From an optimization exercise on the open Yosys and OpenROAD flow, aimed at small area, a short achievable clock period and few clock cycles per item; shortcuts taken in it are not production practice. Where RTL was checked, it was by simulation tests only, not by an equivalence proof against the original. The RTL of run 3 was laid out without a check of its function. Power is estimated from default activity; no workload was simulated.

==> design/flow/design.v <==
package exe_pkg;
   localparam logic [7:0] OP_LV      = 8'h10;
   localparam logic [7:0] OP_SV      = 8'h11;
   localparam logic [7:0] OP_MTC1    = 8'h20;
   localparam logic [7:0] OP_MFC1    = 8'h21;
   localparam logic [7:0] OP_MOV_IMM = 8'h30;
   localparam int E_DVAL  = 0;     
   localparam int E_SMEM  = 32;    
   localparam int E_SSV   = 33;    
   localparam int E_SMTC1 = 34;    
   localparam int E_SWEN  = 35;    
   localparam int E_SWVL  = 36;    
   localparam int E_SVREG = 37;    
   localparam int E_SWIDX = 42;    
   localparam int E_SPLIT = 46;    
   localparam int E_NMEM  = 47;    
   localparam int E_NSV   = 48;
   localparam int E_NMTC1 = 49;
   localparam int E_NWEN  = 50;    
   localparam int E_NVREG = 51;    
   localparam int E_NRIDX = 56;    
   localparam int E_SRSEL = 60;    
   localparam int E_W     = 76;
endpackage
`timescale 1ns/1ps
module opcode_fifo (
   input  logic        clk,
   input  logic        reset,
   input  logic        push,
   input  logic [exe_pkg::E_W-1:0] push_data,
   input  logic        step,
   input  logic        skid_full_next,
   input  logic [15:0] written,
   output logic [exe_pkg::E_W-1:0] head,
   output logic        head_valid,
   output logic        full
);
   logic [exe_pkg::E_W-1:0] e0;
   logic v0;
   logic pop, adv;
   logic v0_next, split_next, mem_next;
   assign head       = e0;
   assign head_valid = v0;
   assign pop = step && !e0[exe_pkg::E_SPLIT];
   assign adv = step && e0[exe_pkg::E_SPLIT];
   assign v0_next = push || (v0 && !pop);
   always_comb begin
      if (push) begin
         split_next = push_data[exe_pkg::E_SPLIT];
         mem_next   = push_data[exe_pkg::E_SMEM];
      end else if (adv) begin
         split_next = 1'b0;
         mem_next   = e0[exe_pkg::E_NMEM];
      end else begin
         split_next = e0[exe_pkg::E_SPLIT];
         mem_next   = e0[exe_pkg::E_SMEM];
      end
   end
   always_ff @(posedge clk or negedge reset) begin
      if (!reset) begin
         v0   <= 1'b0;
         full <= 1'b0;
      end else begin
         v0   <= v0_next;
         full <= v0_next && (split_next || (mem_next && skid_full_next));
      end
   end
   always_ff @(posedge clk) begin
      if (push) begin
         e0 <= push_data;
      end else if (adv) begin
         e0[exe_pkg::E_SMEM]       <= e0[exe_pkg::E_NMEM];
         e0[exe_pkg::E_SSV]        <= e0[exe_pkg::E_NSV];
         e0[exe_pkg::E_SMTC1]      <= e0[exe_pkg::E_NMTC1];
         e0[exe_pkg::E_SWEN]       <= e0[exe_pkg::E_NWEN];
         e0[exe_pkg::E_SWVL]       <= 1'b1;
         e0[exe_pkg::E_SVREG +: 5] <= e0[exe_pkg::E_NVREG +: 5];
         e0[exe_pkg::E_SRSEL +: 16] <= (16'b1 << e0[exe_pkg::E_NRIDX +: 4]) & written;
         e0[exe_pkg::E_SWIDX +: 4] <= e0[exe_pkg::E_NVREG +: 4];
         e0[exe_pkg::E_SPLIT]      <= 1'b0;
      end
   end
endmodule
`timescale 1ns/1ps
module instr_decode (
   input  logic [31:0] w0,
   input  logic [31:0] w1,
   input  logic        pend,
   input  logic [3:0]  pend_dst,
   input  logic [15:0] written,
   output logic [exe_pkg::E_W-1:0] entry,
   output logic        pend_next,
   output logic [3:0]  pend_dst_next
);
   logic [7:0] op0, op1;
   logic lvsv0, mtc1_0, mfc1_0, movi0, rd0;
   logic rd0_lo;
   logic lvsv1, mtc1_1, mfc1_1, movi1, rd1;
   logic dep_p, dep_n;
   logic split_p, split_n;
   assign op0 = w0[31:24];
   assign op1 = w1[31:24];
   assign lvsv0  = (op0[7:1] == exe_pkg::OP_LV[7:1]);
   assign mtc1_0 = (op0 == exe_pkg::OP_MTC1);
   assign mfc1_0 = (op0 == exe_pkg::OP_MFC1);
   assign movi0  = (op0 == exe_pkg::OP_MOV_IMM);
   assign rd0    = lvsv0 || mtc1_0;
   assign rd0_lo = (op0[5:4] == 2'b01) || (op0[5:4] == 2'b10 && !op0[0]);
   assign lvsv1  = (op1[7:1] == exe_pkg::OP_LV[7:1]);
   assign mtc1_1 = (op1 == exe_pkg::OP_MTC1);
   assign mfc1_1 = (op1 == exe_pkg::OP_MFC1);
   assign movi1  = (op1 == exe_pkg::OP_MOV_IMM);
   assign rd1    = lvsv1 || mtc1_1;
   assign dep_p = (pend_dst == w1[11:8]);
   assign dep_n = (w0[19:16] == w1[11:8]);
   assign split_p = mfc1_1 || (rd1 && dep_p);
   assign split_n = (rd0_lo && rd1) || (mfc1_0 && mfc1_1) || (mtc1_0 && (lvsv1 || mfc1_1)) ||
                    (rd1 && mfc1_0 && dep_n);
   assign pend_next     = (pend || !movi0) && movi1;
   assign pend_dst_next = w1[19:16];
   always_comb begin
      entry = '0;
      entry[exe_pkg::E_NMEM]       = lvsv1;
      entry[exe_pkg::E_NSV]        = op1[0];
      entry[exe_pkg::E_NMTC1]      = mtc1_1;
      entry[exe_pkg::E_NWEN]       = mfc1_1;
      entry[exe_pkg::E_NVREG +: 5] = w1[20:16];
      entry[exe_pkg::E_NRIDX +: 4] = w1[11:8];
      if (pend) begin
         entry[exe_pkg::E_DVAL +: 32]  = w0;
         entry[exe_pkg::E_SMEM]        = lvsv1 && !dep_p;
         entry[exe_pkg::E_SSV]         = op1[0];
         entry[exe_pkg::E_SMTC1]       = mtc1_1 && !dep_p;
         entry[exe_pkg::E_SWEN]        = 1'b1;
         entry[exe_pkg::E_SWVL]        = 1'b0;
         entry[exe_pkg::E_SVREG +: 5]  = w1[20:16];
         entry[exe_pkg::E_SRSEL +: 16] = (16'b1 << w1[11:8]) & written;
         entry[exe_pkg::E_SWIDX +: 4]  = pend_dst;
         entry[exe_pkg::E_SPLIT]       = split_p;
      end else if (movi0) begin
         entry[exe_pkg::E_DVAL +: 32]  = w1;
         entry[exe_pkg::E_SMEM]        = 1'b0;
         entry[exe_pkg::E_SSV]         = op1[0];
         entry[exe_pkg::E_SMTC1]       = 1'b0;
         entry[exe_pkg::E_SWEN]        = 1'b1;
         entry[exe_pkg::E_SWVL]        = 1'b0;
         entry[exe_pkg::E_SVREG +: 5]  = w1[20:16];
         entry[exe_pkg::E_SRSEL +: 16] = 16'h0;
         entry[exe_pkg::E_SWIDX +: 4]  = w0[19:16];
         entry[exe_pkg::E_SPLIT]       = 1'b0;
      end else begin
         entry[exe_pkg::E_DVAL +: 32]  = w1;
         entry[exe_pkg::E_SMEM]        = lvsv0 || (lvsv1 && !split_n);
         entry[exe_pkg::E_SSV]         = lvsv0 ? op0[0] : op1[0];
         entry[exe_pkg::E_SMTC1]       = mtc1_0 || (mtc1_1 && !split_n);
         entry[exe_pkg::E_SWEN]        = mfc1_0 || (mfc1_1 && !split_n);
         entry[exe_pkg::E_SWVL]        = 1'b1;
         entry[exe_pkg::E_SVREG +: 5]  = lvsv0 ? w0[20:16] : w1[20:16];
         entry[exe_pkg::E_SRSEL +: 16] = (rd0_lo ? (16'b1 << w0[11:8]) : (16'b1 << w1[11:8])) & written;
         entry[exe_pkg::E_SWIDX +: 4]  = mfc1_0 ? w0[19:16] : w1[19:16];
         entry[exe_pkg::E_SPLIT]       = split_n;
      end
   end
endmodule
`timescale 1ns/1ps
module scalar_regfile (
   input  logic        clk,
   input  logic        reset,
   input  logic [15:0] rd_sel,
   output logic [31:0] rd_data,
   input  logic        wr_en,
   input  logic [3:0]  wr_idx,
   input  logic [31:0] wr_data,
   input  logic        hd_wen,
   input  logic [3:0]  hd_widx,
   output logic [15:0] written_eff
);
   logic [31:0] regs [16];
   logic [15:0] written;
   always_comb begin
      rd_data = 32'h0;
      for (int i = 0; i < 16; i++) begin
         rd_data = rd_data | (regs[i] & {32{rd_sel[i]}});
      end
   end
   assign written_eff = written | ({15'h0, hd_wen} << hd_widx);
   always_ff @(posedge clk or negedge reset) begin
      if (!reset) begin
         written <= '0;
      end else if (wr_en) begin
         written[wr_idx] <= 1'b1;
      end
   end
   always_ff @(posedge clk) begin
      if (wr_en) begin
         regs[wr_idx] <= wr_data;
      end
   end
endmodule
`timescale 1ns/1ps
module exe_control (
   input  logic        clk,
   input  logic        reset,
   input  logic [exe_pkg::E_W-1:0] head,
   input  logic        head_valid,
   output logic        step,
   output logic        skid_full_next,
   output logic [15:0] rd_sel,
   input  logic [31:0] rd_data,
   output logic        wr_en,
   output logic [3:0]  wr_idx,
   output logic [31:0] wr_data,
   input  logic        ls_busy,
   output logic        ls_req_valid,
   output logic        ls_req_write,
   output logic [4:0]  ls_req_vreg,
   output logic [31:0] ls_req_addr,
   output logic [31:0] ls_req_length
);
   logic [31:0] vec_len;
   logic        s_mem;
   logic        accept;
   logic        new_req;
   logic        out_load;
   logic        skid_load;
   logic        sk_valid;
   logic        sk_write;
   logic [4:0]  sk_vreg;
   logic [31:0] sk_addr;
   logic [31:0] sk_length;
   assign s_mem   = head[exe_pkg::E_SMEM];
   assign accept  = ls_req_valid && !ls_busy;
   assign step    = head_valid && (!s_mem || !sk_valid || accept);
   assign new_req = step && s_mem;
   assign rd_sel  = head[exe_pkg::E_SRSEL +: 16];
   assign wr_en   = step && head[exe_pkg::E_SWEN];
   assign wr_idx  = head[exe_pkg::E_SWIDX +: 4];
   assign wr_data = head[exe_pkg::E_SWVL] ? vec_len : head[exe_pkg::E_DVAL +: 32];
   assign out_load  = (!ls_req_valid || accept) && (sk_valid || new_req);
   assign skid_load = new_req && ls_req_valid && (sk_valid || !accept);
   assign skid_full_next = (sk_valid && !accept) || skid_load;
   always_ff @(posedge clk or negedge reset) begin
      if (!reset) begin
         vec_len      <= '0;
         ls_req_valid <= 1'b0;
         sk_valid     <= 1'b0;
      end else begin
         if (step && head[exe_pkg::E_SMTC1]) begin
            vec_len <= rd_data;
         end
         ls_req_valid <= (ls_req_valid && !accept) || sk_valid || new_req;
         sk_valid     <= skid_full_next;
      end
   end
   always_ff @(posedge clk) begin
      if (out_load) begin
         if (sk_valid) begin
            ls_req_write  <= sk_write;
            ls_req_vreg   <= sk_vreg;
            ls_req_addr   <= sk_addr;
            ls_req_length <= sk_length;
         end else begin
            ls_req_write  <= head[exe_pkg::E_SSV];
            ls_req_vreg   <= head[exe_pkg::E_SVREG +: 5];
            ls_req_addr   <= rd_data;
            ls_req_length <= vec_len;
         end
      end
      if (skid_load) begin
         sk_write  <= head[exe_pkg::E_SSV];
         sk_vreg   <= head[exe_pkg::E_SVREG +: 5];
         sk_addr   <= rd_data;
         sk_length <= vec_len;
      end
   end
endmodule
`timescale 1ns/1ps
module vector_exe_unit (
   input  logic        clk,
   input  logic        reset,
   input  logic        opcode_vld,
   input  logic [31:0] opcode0,
   input  logic [31:0] opcode1,
   input  logic        ls_busy,
   output logic        inst_buff_full,
   output logic        ls_req_valid,
   output logic        ls_req_write,
   output logic [4:0]  ls_req_vreg,
   output logic [31:0] ls_req_addr,
   output logic [31:0] ls_req_length
);
   logic        pend;
   logic [3:0]  pend_dst;
   logic        pend_next;
   logic [3:0]  pend_dst_next;
   logic [exe_pkg::E_W-1:0] entry;
   logic [exe_pkg::E_W-1:0] head;
   logic        head_valid;
   logic        push;
   logic        step;
   logic        skid_full_next;
   logic [15:0] rd_sel;
   logic [31:0] rd_data;
   logic        wr_en;
   logic [3:0]  wr_idx;
   logic [31:0] wr_data;
   logic [15:0] written_eff;
   assign push = opcode_vld && !inst_buff_full;
   always_ff @(posedge clk or negedge reset) begin
      if (!reset) begin
         pend <= 1'b0;
      end else if (push) begin
         pend <= pend_next;
      end
   end
   always_ff @(posedge clk) begin
      if (push) begin
         pend_dst <= pend_dst_next;
      end
   end
   instr_decode decoder (.w0(opcode0), .w1(opcode1), .pend(pend), .pend_dst(pend_dst), .written(written_eff),
      .entry(entry), .pend_next(pend_next), .pend_dst_next(pend_dst_next));
   opcode_fifo buffer (.clk(clk), .reset(reset), .push(push), .push_data(entry),
      .step(step), .skid_full_next(skid_full_next),
      .written(written_eff), .head(head), .head_valid(head_valid), .full(inst_buff_full));
   scalar_regfile sregs (.clk(clk), .reset(reset), .rd_sel(rd_sel), .rd_data(rd_data),
      .wr_en(wr_en), .wr_idx(wr_idx), .wr_data(wr_data),
      .hd_wen(head_valid && head[exe_pkg::E_SWEN]), .hd_widx(head[exe_pkg::E_SWIDX +: 4]),
      .written_eff(written_eff));
   exe_control executor (.clk(clk), .reset(reset), .head(head), .head_valid(head_valid),
      .step(step), .skid_full_next(skid_full_next), .rd_sel(rd_sel), .rd_data(rd_data), .wr_en(wr_en), .wr_idx(wr_idx),
      .wr_data(wr_data), .ls_busy(ls_busy), .ls_req_valid(ls_req_valid),
      .ls_req_write(ls_req_write), .ls_req_vreg(ls_req_vreg), .ls_req_addr(ls_req_addr),
      .ls_req_length(ls_req_length));
endmodule
==> design/flow/run.sh <==
#!/bin/bash
# synth_recipe.tcl (not shown) runs the flow's synth.tcl, then flattens the netlist and writes it again
# the make line also repeats each setting of config.mk as NAME=value (left out here)
make -C /OpenROAD-flow-scripts/flow DESIGN_CONFIG=/design/flow/config.mk WORK_HOME=/design/flow/orfs CLKGATE_MAP_FILE= SYNTH_SCRIPT=/design/flow/synth_recipe.tcl finish
==> design/flow/config.mk <==
export PLATFORM = sky130hd
export DESIGN_NAME = vector_exe_unit
export DESIGN_NICKNAME = vector_exe_unit
export VERILOG_FILES = /design/flow/design.v
export SDC_FILE = /design/flow/constraint.sdc
export NUM_CORES = 4
export LEC_CHECK = 0
export CAP_MARGIN = 20
export CORE_MARGIN = 2
export CORE_UTILIZATION = 40
export CTS_CLUSTER_DIAMETER = 80
export CTS_CLUSTER_SIZE = 30
export SETUP_SLACK_MARGIN = 2.1
export SLEW_MARGIN = 20
==> design/flow/constraint.sdc <==
create_clock -name core_clock -period 4.0 [get_ports {clk}]
set_input_delay 0.8000 -clock core_clock [delete_from_list [all_inputs] [get_ports {clk}]]
set_output_delay 0.8000 -clock core_clock [all_outputs]
set_load 0.01 [all_outputs]
==> results of run 1 <==
-- logic make-up after synthesis --
logic type / Yosys count
flops: 781
compound gates: 392
simple gates: 304
mux: 145
buf+inv: 133
xor+xnor: 10
fa+ha+maj: 5
-- final cells by class --
class	instances	area [sq um]	share of cell area, %
multi-input cells	856	7680	19.5
clock buffers	46	927	2.35
flip-flops and latches	781	23200	58.7
diodes	2	5.00	0.0127
repair buffers	455	6160	15.6
inverters	43	169	0.428
clock inverters	9	135	0.342
well taps	969	1210	3.07
-- cells in the mapped netlist, drive strengths merged, types with 8 or more instances --
library cell | count | area share, %
a21o | 16 | 0.41
a21oi | 29 | 0.49
a221oi | 65 | 1.9
a22o | 64 | 1.9
a22oi | 130 | 3.3
a31oi | 11 | 0.23
buf | 22 | 0.36
clkbuf | 68 | 0.85
dfrtp | 53 | 4.4
edfxtp | 726 | 73
inv | 43 | 0.54
mux2 | 134 | 5.1
mux2i | 11 | 0.37
nand2 | 62 | 0.78
nand2b | 12 | 0.26
nand3 | 74 | 1.2
nor2 | 98 | 1.2
nor3 | 9 | 0.15
nor4 | 10 | 0.30
o21ai | 47 | 0.80
or3 | 8 | 0.17
-- through the flow --
stage                     area, sq um  util [%]
final                           39500      53.2
after global routing            39500      53.2
after CTS                       37800      51.0
after detailed placement        33100      44.5
after global placement          33100      44.5
after floorplan                 30200         -
-- how the worst min path moves through the flow --
stage / endpoint / from / slack [ns]
6_report: executor.vec_len[30] / reset / 0.27
5_1_grt: executor.vec_len[30] / reset / 0.32
4_1_cts: executor.vec_len[30] / reset / 0.31
3_5_place_dp: executor.sk_vreg[4] / buffer.e0[41] / 0.44
3_3_place_gp: executor.sk_vreg[0] / buffer.e0[37] / 0.44
2_1_floorplan: executor.sk_vreg[0] / buffer.e0[37] / 0.42
-- timing repair --
action | in CTS | in global routing
endpoints found under the hold margin | 0 | 0
gates resized for setup | 671 | 182
endpoints found under the setup margin | 970 | 794
hold buffers | 0 | 0
gates cloned | 53 | 18
setup buffers | 136 | 48
pin swaps | 123 | 104
-- registers in the layout, indices dropped and copies added, names as in the netlist, 16 cells and up --
register and cells:
executor.ls_req_addr 32, executor.sk_addr 32, executor.ls_req_length 32, executor.sk_length 32
sregs.regs 512, executor.vec_len 32, sregs.written 16, buffer.e0 73
-- power by group --
part           switching (W)  internal (W)
Sequential          0.000395        0.0103
Clock                0.00259       0.00178
Combinational        0.00266       0.00180
Total                0.00565        0.0139
-- metal layers --
| layer | global-route usage (%) | vias up |
|---|---|---|
| li1 | - | 7884 |
| met1 | 34.2 | 10200 |
| met2 | 40.5 | 1374 |
| met3 | 5.14 | 230 |
| met4 | 8.46 | 2 |
| met5 | 0 | - |
==> impl_metrics.py, run 1 <==
metrics = {
    "clocking": {
        "clk_latency_ns": 0.61,
        "clock-sinks": 781,
        "cts_made_buffers": 34,
        "clock_path_buffers": 3,
        "clkSlewWorstSetupHoldPaths_ns": 0.12,
        "root_buffer": "clkbuf_16",
        "cts_max_level": 2,
        "cts_tree": "done",
    },
    "critical_path": {
        "worstReg2RegStart": "buffer.e0[71]",
        "endpoint": "executor.ls_req_addr[18]",
        "endpoint_kind": "register",
        "worstPathRequired_ns": 4.38,
        "cpPeakStageDelay_ns": 0.40,
        "start_kind": "register",
        "crit_arrival_ns": 2.65,
        "path_buf_inv": 4,
        "cp_slowest_cell": "edfxtp_1",
        "reg2reg_to": "executor.ls_req_addr[18]",
        "crit_family": "buffers and inverters",
        "worstSetupStartpoint": "buffer.e0[71]",
        "cp_max_fo": 8,
        "crit_type": "register to register",
        "rr_worst_depth": 9,
        "crit_chain": "buf_6 -> buf_12 -> buf_12 -> a22o_4 -> a221oi_4 -> nand3_2 -> nor2_4 -> inv_2 -> mux2_2",
        "worstSetupPathDepth": 9,
        "crit_top_cell": "buf_12",
        "reg2reg_slack_ns": 1.72,
    },
    "detailed_routing": {
        "postRouteAntennaNets": 0,
        "drt_pass1_iterations": 6,
        "routedLengthMet1_microns": 40000,
        "routed_wl_microns": 106000,
        "wl_per_cell_microns": 33.4,
        "vias": 19700,
        "drt-initial-drc-count": 3078,
        "routed.top_layer": "met5",
        "met2_wirelength_microns": 49300,
        "avgViaCountPerCell": 6.23,
        "drc": 0,
        "route.met3.wl_microns": 12000,
    },
    "placed_design": {
        "post-place-ws_ns": 0.572,
        "port_buffers": 139,
        "dp_cells": 2849,
        "finalWeightedCongestion": 0.838,
        "hpwl_microns": 48000,
    },
    "global_route": {
        "grt_pass1_vias": 18500,
        "grt_overflow": 0,
        "grt_util_all_layers_pct": 25.2,
        "grt_pass1_wl_microns": 138000,
        "antenna_found_initial": 1,
        "grt_start_max_net_pins": 65,
    },
    "final_layout": {
        "nNetsFinal": 2244,
        "final_cells": 3161,
        "drive_gt1_share_pct": 37.6,
        "syn2layout_area_growth_pct": 32.2,
        "layout_common_cells": "726 x edfxtp_1, 128 x mux2_2, 118 x a22oi_1, 90 x buf_6, 79 x buf_4",
        "num-fill-cells": 5797,
        "final_common_cell": "edfxtp_1",
    },
    "synth": {
        "yosysSeqAreaShare_pct": 77.6,
        "synth_fa_ha_area_share_pct": 0.210,
        "synth-main-ff-cell": "edfxtp_1",
        "synthSimpleGateAreaFrac_pct": 4.91,
        "syn_area_sq_um": 29900,
        "yosysUniqueCellTypes": 65,
        "synth_top_family_by_area": "compound AO/OA/AOI/OAI gates",
        "ys_ff_latch": 781,
        "synth_edf_count": 726,
        "synth-async-reset-ratio_pct": 6.79,
        "synth_compound_area_share_pct": 9.81,
        "syn_avg_cell_area_sq_um": 16.9,
        "syn-instance-count": 1770,
        "muxShareOfSynthArea_pct": 5.42,
        "yosys_warnings": 5,
        "synth-xor-area-share_pct": 0.293,
        "syn-num-nets": 1843,
    },
    "power_and_ir_drop": {
        "finalPower_w": 0.0195,
        "p_per_area_nw_per_um2": 495,
        "p_leak_nw": 13.2,
        "ir_worst_vdd_uv": 366,
    },
    "timing": {
        "fmax_ghz": 0.439,
        "fin_crit_ns": 2.28,
        "worst_pin_slew_ns": 0.877,
        "setup_viol": 0,
        "slew-limit-headroom_pct": 41.6,
        "fin_ws_ns": 1.72,
        "skew_ns": 0.0426,
        "hold_viol_final": 0,
        "final_max_slew_viol_count": 0,
        "rsz0062_at_grt": "yes",
        "hold_ws_ns": 0.275,
        "final.setup.tns_ns": 0,
        "fin_crit_sh_pct": 56.9,
    },
    "flow_run": {
        "cap_violations": 0,
    },
    "floorplan": {
        "initial_core_util_pct": 40.2,
        "fp.coreArea_sq_um": 74200,
        "die-area_sq_um": 76800,
        "die_h_microns": 277,
        "io_pins": 140,
        "die_x_microns": 277,
        "row_count": 100,
    },
    "hold_path": {
        "hp-class": "input port to async pin",
    },
    "run_status": {
        "status": "timing/DRC/antenna clean",
    },
}
Testbench counts, summed over its fixed seeds: cycles 17,896, items 19,384.
==> run 2, diff against run 1 <==
--- a/design/flow/config.mk
+++ b/design/flow/config.mk
@@ -10,5 +10,5 @@
 export CORE_UTILIZATION = 40
 export CTS_CLUSTER_DIAMETER = 80
 export CTS_CLUSTER_SIZE = 30
-export SETUP_SLACK_MARGIN = 2.1
+export SETUP_SLACK_MARGIN = 2.0
 export SLEW_MARGIN = 20
==> impl_metrics.py, run 2 <==
metrics = {
    "synth": {
        "synth-main-ff-cell": "edfxtp_1",
        "yosysSeqAreaShare_pct": 77.6,
        "syn-instance-count": 1770,
        "synthSimpleGateAreaFrac_pct": 4.91,
        "muxShareOfSynthArea_pct": 5.42,
        "yosysUniqueCellTypes": 65,
        "synth_fa_ha_area_share_pct": 0.210,
        "synth_top_area_cell": "edfxtp_1",
        "ys_ff_latch": 781,
        "synth_edf_count": 726,
        "synth_top_cells_by_area": "edfxtp_1 73%, mux2_2 5.1%, dfrtp_1 4.4%, a22oi_1 3.3%, a221oi_1 1.9%",
        "synth-async-reset-ratio_pct": 6.79,
        "synth_top_area_share_pct": 73.0,
        "yosys_warnings": 5,
        "syn_avg_cell_area_sq_um": 16.9,
        "yosysMostFrequentCell": "edfxtp_1",
        "synth_compound_area_share_pct": 9.81,
        "syn_area_sq_um": 29900,
        "synth_top_cells_by_count": "726 x edfxtp_1, 134 x mux2_2, 130 x a22oi_1, 98 x nor2_1, 74 x nand3_1",
        "syn-num-nets": 1843,
        "synth-xor-area-share_pct": 0.293,
        "synth_top_family_by_area": "compound AO/OA/AOI/OAI gates",
    },
    "timing": {
        "slew-limit-headroom_pct": 52.1,
        "final.setup.tns_ns": 0,
        "worst_pin_slew_ns": 0.719,
        "fin_crit_sh_pct": 57.2,
        "rsz0062_at_grt": "yes",
        "hold_viol_final": 0,
        "final_max_slew_viol_count": 0,
        "skew_ns": 0.0246,
        "hold_ws_ns": 0.216,
        "fmax_ghz": 0.437,
        "fin_crit_ns": 2.29,
        "setup_viol": 0,
    },
    "clocking": {
        "cts_max_level": 2,
        "clk_latency_ns": 0.60,
        "clock-sinks": 781,
        "root_buffer": "clkbuf_16",
        "clock_path_buffers": 3,
        "cts_tree": "done",
        "cts_made_buffers": 35,
        "clkSlewWorstSetupHoldPaths_ns": 0.11,
    },
    "global_route": {
        "grt_start_max_net_pins": 65,
        "grt_pass1_vias": 17900,
        "grt_pass1_wl_microns": 128000,
        "grt_overflow": 0,
        "antenna_found_initial": 3,
        "grt_util_all_layers_pct": 23.0,
    },
    "critical_path": {
        "path_buf_inv": 2,
        "crit_type": "input port to register",
        "crit_chain": "buf_6 -> or4_4 -> or4_4 -> o21ai_4 -> buf_12 -> a2bb2oi_1 -> nor2_1",
        "start_kind": "input port",
        "cp_max_fo": 6,
        "crit_family": "simple AND/OR/NAND/NOR gates",
        "endpoint_kind": "register",
        "cpPeakStageDelay_ns": 0.56,
        "crit_top_cell": "or4_4",
        "cp_slowest_cell": "or4_4",
        "crit_arrival_ns": 2.63,
        "worstPathRequired_ns": 4.34,
    },
    "detailed_routing": {
        "routed_wl_microns": 91800,
        "drt-initial-drc-count": 2282,
        "avgViaCountPerCell": 5.96,
        "drc": 0,
        "wl_per_cell_microns": 29.9,
        "vias": 18300,
        "postRouteAntennaNets": 0,
        "drt_pass1_iterations": 7,
    },
    "hold_path": {
        "hp-class": "input port to async pin",
    },
    "flow_run": {
        "cap_violations": 0,
    },
    "final_layout": {
        "top_regs": "sregs.regs x512, buffer.e0 x73",
        "largest_register_ff_count": 512,
        "top_register": "sregs.regs",
        "drive_gt1_share_pct": 34.3,
        "syn2layout_area_growth_pct": 24.3,
        "nNetsFinal": 2149,
        "diodes": 0,
        "final_common_cell": "edfxtp_1",
        "layout_common_cells": "726 x edfxtp_1, 131 x mux2_2, 111 x a22oi_1, 107 x buf_4, 74 x buf_2",
    },
    "floorplan": {
        "die_x_microns": 277,
        "row_count": 100,
        "io_pins": 140,
        "initial_core_util_pct": 40.2,
        "die-area_sq_um": 76800,
        "fp.coreArea_sq_um": 74200,
        "die_h_microns": 277,
    },
    "placed_design": {
        "port_buffers": 139,
        "finalWeightedCongestion": 0.844,
        "hpwl_microns": 47600,
    },
    "run_status": {
        "status": "timing/DRC/antenna clean",
    },
    "power_and_ir_drop": {
        "p_leak_nw": 12.3,
        "p_per_area_nw_per_um2": 516,
        "ir_worst_vdd_uv": 307,
    },
}
==> run 2: cell types whose count changed in the layout (fill, tap and decap cells not counted), moves of 7 or more <==
cell,delta
buf_6,-52
buf_16,-37
o21ai_0,+30
buf_4,+28
o21ai_1,-28
buf_12,-27
buf_8,-12
a221oi_2,+10
buf_2,+8
a221oi_4,-7
a22oi_1,-7
a22oi_2,+7
==> run 2: cells by family after synthesis <==
group	Yosys count
AO/OA/AOI/OAI	392
flip-flops	781
multiplexers	145
buffers and inverters	133
adder cells (fa/ha/maj)	5
AND/OR/NAND/NOR	304
XOR/XNOR	10
==> run 2: final timing paths <==
kind,start,endpoint,slack [ns],cells past startpoint
min,reset,executor.vec_len[30],0.22,1
min reg2reg,buffer.e0[38],executor.sk_vreg[1],0.46,0
max,opcode0[25],buffer.e0[70],1.71,7
max reg2reg,buffer.e0[73],executor.ls_req_addr[9],1.81,7
max in group asynchronous,reset,executor.vec_len[3],2.84,2
min in group core_clock,buffer.e0[38],executor.sk_vreg[1],0.46,0
==> run 2: per-stage QoR <==
step	cell area (sq um)	power (W)	setup WS (ns)	cells	util, %
floorplan	30100	0.0126	1.36	1770	-
global placement	33000	0.0142	0.611	2847	44.5
detailed placement	33000	0.0143	0.599	2847	44.5
CTS	36100	0.0190	1.74	3011	48.6
global route	37100	0.0198	1.69	3067	50.0
finish	37100	0.0192	1.71	3067	50.0
==> run 2: timing repair <==
item / in CTS / in global routing
hold buffers: 0 / 0
setup endpoints to repair: 884 / 485
pin swaps: 115 / 101
cloned: 20 / 5
buffers inserted: 85 / 51
resized for setup: 568 / 117
endpoints found under the hold margin: 0 / 0
==> run 2: power breakdown <==
group | total, W | switching (W) | internal [W]
registers | 0.0107 | 0.000389 | 0.0103
logic | 0.00403 | 0.00247 | 0.00157
clock network | 0.00445 | 0.00257 | 0.00188
total | 0.0192 | 0.00543 | 0.0137
==> run 2: final cells by class <==
type,count,area [sq um]
clock buffers,41,941
clock inverters,18,179
fillers,6105,37100
inverters,43,164
multi-input cells,856,7480
flip-flops and latches,781,23200
well taps,969,1210
repair buffers,359,3960
==> run 2: worst reg2reg max path, delay by kind of cell, from the launching register on <==
kind                   cells  cell delay, ns
buffers and inverters      2            0.29
multiplexers               1            0.26
flip-flops                 1            0.47
AND/OR/NAND/NOR            2            0.50
AO/OA/AOI/OAI              2            0.44
==> run 2: routing by layer <==
metal / vias to the layer above / part of all wire (%) / track usage (%)
met1: 9515 / 40 / 31.9
met3: 147 / 8.9 / 3.30
li1: 7676 / - / -
met2: 933 / 48 / 38.1
met5: - / 0.014 / 0
met4: 2 / 3.2 / 6.24
==> run 3, diff against run 2 <==
--- a/design/flow/design.v
+++ b/design/flow/design.v
@@ -145,7 +145,7 @@
          entry[exe_pkg::E_SWEN]        = 1'b1;
          entry[exe_pkg::E_SWVL]        = 1'b0;
          entry[exe_pkg::E_SVREG +: 5]  = w1[20:16];
-         entry[exe_pkg::E_SRSEL +: 16] = 16'h0;
+         entry[exe_pkg::E_SRSEL +: 16] = (rd0_lo ? (16'b1 << w0[11:8]) : (16'b1 << w1[11:8])) & written;
          entry[exe_pkg::E_SWIDX +: 4]  = w0[19:16];
          entry[exe_pkg::E_SPLIT]       = 1'b0;
       end else begin
==> impl_metrics.py, run 3 <==
metrics = {
    "final_layout": {
        "final_cells": 2902,
        "syn2layout_area_growth_pct": 22.4,
        "top_register": "sregs.regs",
        "nNetsFinal": 1991,
        "final_common_cell": "edfxtp_1",
        "largest_register_ff_count": 512,
        "top_regs": "sregs.regs x512, buffer.e0 x73",
        "utilization_pct": 49.5,
        "layout_common_cells": "726 x edfxtp_1, 136 x mux2_2, 107 x a22o_1, 80 x buf_4, 72 x a221oi_2",
        "num-fill-cells": 5923,
        "drive_gt1_share_pct": 33.4,
    },
    "clocking": {
        "cts_made_buffers": 30,
        "clk_latency_ns": 0.65,
        "clkSlewWorstSetupHoldPaths_ns": 0.11,
        "clock-sinks": 781,
        "cts_max_level": 1,
        "clock_path_buffers": 3,
        "root_buffer": "clkbuf_16",
        "cts_tree": "done",
    },
    "floorplan": {
        "io_pins": 140,
        "die_x_microns": 275,
        "initial_core_util_pct": 40.4,
        "die_h_microns": 275,
        "fp.coreArea_sq_um": 73000,
        "die-area_sq_um": 75900,
        "row_count": 99,
    },
    "timing": {
        "skew_ns": 0.0310,
        "worst_pin_slew_ns": 0.991,
        "hold_viol_final": 0,
        "fin_crit_ns": 2.36,
        "final.setup.tns_ns": 0,
        "fin_ws_ns": 1.64,
        "final_max_slew_viol_count": 0,
        "fin_crit_sh_pct": 58.9,
        "fmax_ghz": 0.424,
        "slew-limit-headroom_pct": 33.9,
        "rsz0062_at_grt": "yes",
        "setup_viol": 0,
    },
    "synth": {
        "yosys_warnings": 5,
        "synth-async-reset-ratio_pct": 6.79,
        "syn-instance-count": 1637,
        "syn_area_sq_um": 29500,
        "synth_top_cells_by_area": "edfxtp_1 74%, mux2_2 6.0%, dfrtp_1 4.5%, a221oi_1 3.2%, a22o_1 3.2%",
        "syn-num-nets": 1710,
        "ys_ff_latch": 781,
        "synth-main-ff-cell": "edfxtp_1",
        "synth_top_area_share_pct": 74.0,
        "yosysUniqueCellTypes": 50,
        "yosysMostFrequentCell": "edfxtp_1",
        "synth_top_area_cell": "edfxtp_1",
        "synth_top_cells_by_count": "726 x edfxtp_1, 156 x mux2_2, 108 x a221oi_1, 108 x a22o_1, 71 x clkbuf_1",
        "synth_edf_count": 726,
        "yosysSeqAreaShare_pct": 78.6,
        "syn_avg_cell_area_sq_um": 18.0,
    },
    "global_route": {
        "grt_start_max_net_pins": 52,
        "grt_overflow": 0,
        "antenna_found_initial": 2,
        "grt_pass1_wl_microns": 120000,
        "grt_util_all_layers_pct": 22.0,
        "grt_pass1_vias": 16700,
    },
    "placed_design": {
        "finalWeightedCongestion": 0.853,
        "hpwl_microns": 45200,
        "post-place-ws_ns": 0.551,
        "port_buffers": 139,
        "dp_cells": 2702,
    },
    "detailed_routing": {
        "avgViaCountPerCell": 5.96,
        "wl_per_cell_microns": 29.3,
        "postRouteAntennaNets": 0,
        "drt_pass1_iterations": 5,
        "vias": 17300,
        "routed_wl_microns": 85000,
        "drt-initial-drc-count": 1849,
        "drc": 0,
    },
    "power_and_ir_drop": {
        "ir_worst_vdd_uv": 365,
        "p_per_area_nw_per_um2": 476,
        "p_leak_nw": 11.5,
        "finalPower_w": 0.0172,
    },
    "critical_path": {
        "crit_type": "input port to register",
        "crit_family": "simple AND/OR/NAND/NOR gates",
        "endpoint_kind": "register",
        "start_kind": "input port",
        "cpPeakStageDelay_ns": 0.57,
        "cp_slowest_cell": "or4_4",
        "crit_chain": "buf_6 -> or4_4 -> or4_4 -> clkinv_4 -> a21oi_4 -> o22ai_4 -> or3b_4 -> a32o_1 -> o31ai_1",
        "worstPathRequired_ns": 4.54,
        "crit_arrival_ns": 2.90,
        "path_buf_inv": 2,
        "cp_max_fo": 3,
        "crit_top_cell": "or4_4",
    },
    "run_status": {
        "status": "timing/DRC/antenna clean",
    },
    "hold_path": {
        "hp-class": "input port to async pin",
    },
    "flow_run": {
        "cap_violations": 0,
    },
}
run 3: final cells by class:
| cell class | count | area, sq um | area share [%] |
|---|---|---|---|
| multi-input combinational | 755 | 7140 | 19.8 |
| sequential | 781 | 23200 | 64.2 |
| antenna | 1 | 2.50 | 0.00694 |
| tap | 959 | 1200 | 3.33 |
| inverter | 18 | 80.1 | 0.222 |
| timing repair buffer | 332 | 3580 | 9.92 |
| clock buffer | 49 | 822 | 2.28 |
| clock inverter | 7 | 78.8 | 0.218 |
run 3: final timing paths:
| check | start | end | slack, ns | cells after the start |
|---|---|---|---|---|
| setup / recovery | opcode1[31] | buffer.full | 1.64 | 9 |
| hold / removal | reset | executor.vec_len[20] | 0.30 | 1 |
| setup reg to reg | buffer.e0[67] | executor.ls_req_addr[15] | 1.80 | 8 |
| hold reg to reg | buffer.e0[41] | executor.sk_vreg[4] | 0.46 | 0 |
| max in group asynchronous | reset | sregs.written[3] | 2.90 | 2 |
| min in group core_clock | buffer.e0[41] | executor.sk_vreg[4] | 0.46 | 0 |
run 3: report_power, final:
| group | switching [W] | internal (W) | leakage, nW | total [W] |
|---|---|---|---|---|
| logic | 0.00188 | 0.00126 | 4.12 | 0.00314 |
| registers | 0.000272 | 0.00984 | 6.98 | 0.0101 |
| clock network | 0.00239 | 0.00151 | 0.434 | 0.00391 |
run 3: kinds of logic (layout without fill, tap and decap cells):
kind of cell               count (synthesis)  after routing  synth area share [%]
adders and majority gates                  5              5                 0.212
DFF                                      781            781                  78.6
muxes                                    167            167                  6.33
xor gates and xnor gates                   9              9                 0.267
AOI/OAI and AO/OA                        366            366                  9.86
other                                      0              1                     0
and+or+nand+nor                          208            208                  3.43
buffers and inverters                    101            406                  1.29
run 3: timing repair:
action | in CTS | in global routing
gates resized for setup | 536 | 114
pin swaps | 81 | 80
hold endpoints to repair | 0 | 0
buffers inserted | 97 | 30
hold buffers | 0 | 0
endpoints found under the setup margin | 835 | 271
cloned | 13 | 3
run 3: per-layer routing:
metal / track usage [%] / share of wire [%]
met3: 2.38 / 6.5
met2: 36.3 / 50
met1: 31.4 / 42
met5: 0 / 0
met4: 5.14 / 2.1
run 3: per-stage QoR:
step,hold slack (ns),area [sq um]
global route,0.329,36100
global placement,0.430,32600
CTS,0.284,35300
finish,0.303,36100
floorplan,0.422,29800
detailed placement,0.432,32600

## port drivers added, routing unchanged
The results above use ideal ports. As a check the final layouts listed here were re-extracted and re-timed, cells and wires unchanged. Step 1: set_driving_cell puts a clkbuf_16 on clk and a buf_2 on each other input, an assumption about the parent block. Step 2 times the ports against the registers' clock, not the clock port: input delays grow and output delays shrink by t, the midpoint of the rising clock arrivals with the driver on. Slacks: ideal / step 1 / step 2; pairs: ideal / step 1.
| run | t, ns | setup WS [ns] | hold WS [ns] | latest minus earliest clock arrival (ns) | worst slew at a driven data input, ns |
|---|---|---|---|---|---|
| run 1 | 0.667 | 1.723 / 1.723 / 1.149 | 0.275 / 0.236 / 0.469 | 0.056 / 0.055 | 0.06 |
| run 2 | 0.657 | 1.712 / 1.747 / 1.090 | 0.216 / 0.179 / 0.463 | 0.026 / 0.027 | 0.05 |
| run 3 | 0.702 | 1.644 / 1.678 / 0.976 | 0.303 / 0.265 / 0.463 | 0.034 / 0.035 | 0.06 |
After both steps setup and hold are still met in every run listed. The setup slack of run 3, which loses most, moves by +0.034 ns with the drivers and by -0.668 ns with both steps.
